From an optimization exercise on the open Yosys and OpenROAD flow, aimed at small area, a short achievable clock period and few clock cycles; shortcuts taken in it are not production practice. The RTL was checked by simulation tests, not by an equivalence proof against the original design. Power and IR drop assume default switching activity.

Design pixel_generator, start of the top module:
module pixel_generator (
    input  logic                       s_axi_lite_aclk,
    input  logic                       axi_resetn,
    input  logic [8-1:0] s_axi_lite_araddr,
    output logic                       s_axi_lite_arready,
    input  logic                       s_axi_lite_arvalid,
    input  logic [8-1:0] s_axi_lite_awaddr,
    output logic                       s_axi_lite_awready,
    input  logic                       s_axi_lite_awvalid,
    input  logic                       s_axi_lite_bready,
    output logic [1:0]                 s_axi_lite_bresp,
    output logic                       s_axi_lite_bvalid,
    output logic [31:0]                s_axi_lite_rdata,
    input  logic                       s_axi_lite_rready,
    output logic [1:0]                 s_axi_lite_rresp,
    output logic                       s_axi_lite_rvalid,
    input  logic [31:0]                s_axi_lite_wdata,
    output logic                       s_axi_lite_wready,
    input  logic                       s_axi_lite_wvalid,
    output logic [5:0]                 img_addr,
    input  logic [7:0]                 img_rdata,
    output logic [31:0]                out_stream_tdata,
    output logic [3:0]                 out_stream_tkeep,
    output logic                       out_stream_tlast,
    output logic [0:0]                 out_stream_tuser,
    output logic                       out_stream_tvalid,
  ...
export LEC_CHECK = 0
export ABC_CLOCK_PERIOD_IN_PS = 3000
export CAP_MARGIN = 20
export CORE_MARGIN = 2
export CORE_UTILIZATION = 50
export SLEW_MARGIN = 20
create_clock -name core_clock -period 10.0 [get_ports {s_axi_lite_aclk}]
standard.sh (not shown) runs the stock make flow with config.mk's settings and CLKGATE_MAP_FILE= SYNTH_SCRIPT=/design/flow/synth_recipe.tcl, a recipe that flattens the netlist after the stock synthesis.
==> flow/flow/run.sh <==
#!/bin/bash
# Standard layout with a tighter setup repair target and no dummy loads in the clock tree;
# the SDC and clock period are the standard flow's own.
set -uo pipefail
bash standard.sh SETUP_SLACK_MARGIN=6.7 "CTS_ARGS=-sink_clustering_enable -repair_clock_nets -dont_use_dummy_load" finish > make_finish.log 2>&1
The first run produced a clean layout.
Testbench counts at the start, summed over its fixed seeds: cycles 7,024.
Change:
CAP_MARGIN = 0   (was 20)
CORE_UTILIZATION = 55   (was 50)
SLEW_MARGIN = 0   (was 20)
Effect:
- The changed run completed without violations
- utilization went up by 5.6 points
- wire length went down by 1.6%
- clock power hardly moves
- clock-buffer cell count is unchanged
- die area went down by about 9%
- combinational power went down by about 2%
Change:
==> flow/flow/run.sh (replaced) <==
#!/bin/bash
# Standard layout with a tighter setup repair target; the SDC and clock period are the standard flow's own.
set -uo pipefail
bash standard.sh SETUP_SLACK_MARGIN=6.7 finish > make_finish.log 2>&1
CAP_MARGIN = 20   (was 0)
SLEW_MARGIN = 20   (was 0)
The changed run produced a clean layout.
Clock power went up by about a fifth.
Wire length went up slightly.
Count of clock-buffer cells in the layout went up by 31.
Sequential share of layout area went down by 1.1 points.
Cell area went up by a few percent.
Die area is unchanged.
Final cell count went up by a few percent.
Register-to-register slack stays flat.
Worst setup slack gets worse by 0.014 ns.
Worst hold slack gets better by 0.034 ns.
Total power went up by a few percent.

pixel_generator, a different RTL version from the one above (not shown whole).
Size: about 2,800 cells after synthesis, roughly 870 flip-flops.
export LEC_CHECK = 0
export ABC_CLOCK_PERIOD_IN_PS = 3000
export CAP_MARGIN = 20
export CORE_MARGIN = 2
export CORE_UTILIZATION = 40
export CTS_BUF_LIST = sky130_fd_sc_hd__clkbuf_8
export SLEW_MARGIN = 20
create_clock -name core_clock -period 10.0 [get_ports {s_axi_lite_aclk}]
==> flow/flow/run.sh <==
#!/bin/bash
# Standard layout with a tighter setup repair target; the SDC and clock period are the standard flow's own.
set -uo pipefail
bash standard.sh SETUP_SLACK_MARGIN=6.7 finish > make_finish.log 2>&1
Testbench counts at the start, summed over its fixed seeds: cycles 7,088.
Change:
==> flow/flow/run.sh (replaced) <==
#!/bin/bash
# Standard layout with a tighter setup repair target and no dummy loads in the clock tree;
# the SDC and clock period are the standard flow's own.
set -uo pipefail
bash standard.sh SETUP_SLACK_MARGIN=6.7 "CTS_ARGS=-sink_clustering_enable -repair_clock_nets -dont_use_dummy_load" finish > make_finish.log 2>&1
CORE_UTILIZATION = 55   (was 40)
CTS_BUF_LIST = unset   (was sky130_fd_sc_hd__clkbuf_8)
Outcome: The new run completed without violations; core utilization grows by 16 points; cell area drops by 2.0%; power shrinks by 1.4%; final cell count went down by 12%; worst setup slack improves by 0.15 ns; clock skew came out higher by 0.024 ns; wire length falls by 4.6%; clock-buffer cell count went down by 72; combinational power went up by about 2%; via count decreases by 2.9%; fmax grows by 4.4%.
Change:
==> flow/flow/run.sh (replaced) <==
#!/bin/bash
# Standard layout with a tighter setup repair target; the SDC and clock period are the standard flow's own.
set -uo pipefail
bash standard.sh SETUP_SLACK_MARGIN=6.9 finish > make_finish.log 2>&1
Hold slack gets better by 0.041 ns. Count of clock-buffer cells in the layout rises by 22. Setup slack gets better by 0.074 ns. First-iteration DRC count came out lower by 14%. Routed wire length rose by 1.8%. Power climbs by 6.2%. Core utilization rose by 2.6 points. Cell area increases by 4.2%. Die area stays the same. Register-to-register slack is better by 0.15 ns.
Change:
--- a/flow/flow/run.sh
+++ b/flow/flow/run.sh
@@ -4 +4 @@
-bash standard.sh SETUP_SLACK_MARGIN=6.9 finish > make_finish.log 2>&1
+bash standard.sh SETUP_SLACK_MARGIN=6.7 finish > make_finish.log 2>&1
CORE_UTILIZATION = 65   (was 55)
Fmax goes down by a few percent; routed wire length goes up slightly; synthesized area does not change; cell area goes down by a few percent; die area goes down by about a fifth.
Change:
--- a/flow/flow/run.sh
+++ b/flow/flow/run.sh
@@ -4 +4 @@
-bash standard.sh SETUP_SLACK_MARGIN=6.7 finish > make_finish.log 2>&1
+bash standard.sh SETUP_SLACK_MARGIN=7.0 finish > make_finish.log 2>&1
CORE_UTILIZATION = 40   (was 65)
CTS_CLUSTER_DIAMETER = 60   (was unset)
CTS_CLUSTER_SIZE = 25   (was unset)
Outcome:
- hold slack got worse by 0.0074 ns
- total power stays flat
- combinational power increases by 8.6%
Change:
--- a/flow/flow/run.sh
+++ b/flow/flow/run.sh
@@ -4 +4 @@
-bash standard.sh SETUP_SLACK_MARGIN=7.0 finish > make_finish.log 2>&1
+bash standard.sh SETUP_SLACK_MARGIN=6.7 finish > make_finish.log 2>&1
ABC_CLOCK_PERIOD_IN_PS = 6000   (was 3000)
CORE_UTILIZATION = 55   (was 40)
CTS_CLUSTER_DIAMETER = unset   (was 60)
CTS_CLUSTER_SIZE = unset   (was 25)
After rerunning: The changed run completed with no timing, DRC or antenna violations. Clock-buffer cell count came out higher by 52. Core utilization came out higher by 14 points. Wire length came out lower by 4.8%. Design area came out lower by 6.2%. Critical path depth is unchanged. Total power came out lower by 0.56%. Worst setup slack degrades by 0.016 ns. Die area came out lower by 27%. First-iteration DRC count came out higher by 15%. Sequential power is about the same.

[what the ideal ports hide]
Ports are ideal in the flow. The routed layouts listed here were re-timed in OpenROAD.
Step 1: set_driving_cell puts a clkbuf_16 on s_axi_lite_aclk and a buf_2 on each other input, an assumption about the parent block.
Step 2 also shifts input and output timing later by t, the mid clock arrival at the registers, as if the neighbouring blocks saw the same clock.
Slacks: no drivers / after step 1 / after step 2; pairs: no drivers / after step 1.
run | shift t [ns] | setup WS [ns] | hold slack, ns | slew at the worst register clock pin (ns)
the first run of note 1 | 0.673 | 6.574 / 6.507 / 6.132 | 0.320 / 0.320 / 0.320 | 0.06 / 0.06
the second run of note 1 | 0.671 | 6.587 / 6.516 / 6.091 | 0.274 / 0.274 / 0.274 | 0.06 / 0.06
the third run of note 1 | 0.696 | 6.574 / 6.506 / 6.022 | 0.307 / 0.307 / 0.307 | 0.06 / 0.06
the first run of note 2 | 0.852 | 6.435 / 6.371 / 5.980 | 0.315 / 0.315 / 0.315 | 0.06 / 0.06
the second run of note 2 | 0.663 | 6.584 / 6.518 / 6.134 | 0.282 / 0.282 / 0.282 | 0.06 / 0.06
the third run of note 2 | 0.701 | 6.658 / 6.593 / 6.241 | 0.323 / 0.323 / 0.323 | 0.07 / 0.07
the fourth run of note 2 | 0.688 | 6.579 / 6.516 / 6.141 | 0.325 / 0.325 / 0.325 | 0.07 / 0.07
the fifth run of note 2 | 0.695 | 6.682 / 6.614 / 6.299 | 0.318 / 0.318 / 0.318 | 0.09 / 0.09
the sixth run of note 2 | 0.701 | 6.666 / 6.600 / 6.038 | 0.321 / 0.321 / 0.321 | 0.06 / 0.06
After both steps every run listed still meets setup and hold. The setup slack of the sixth run of note 2, which loses most, moves by -0.066 ns with the drivers and by -0.628 ns with both steps.
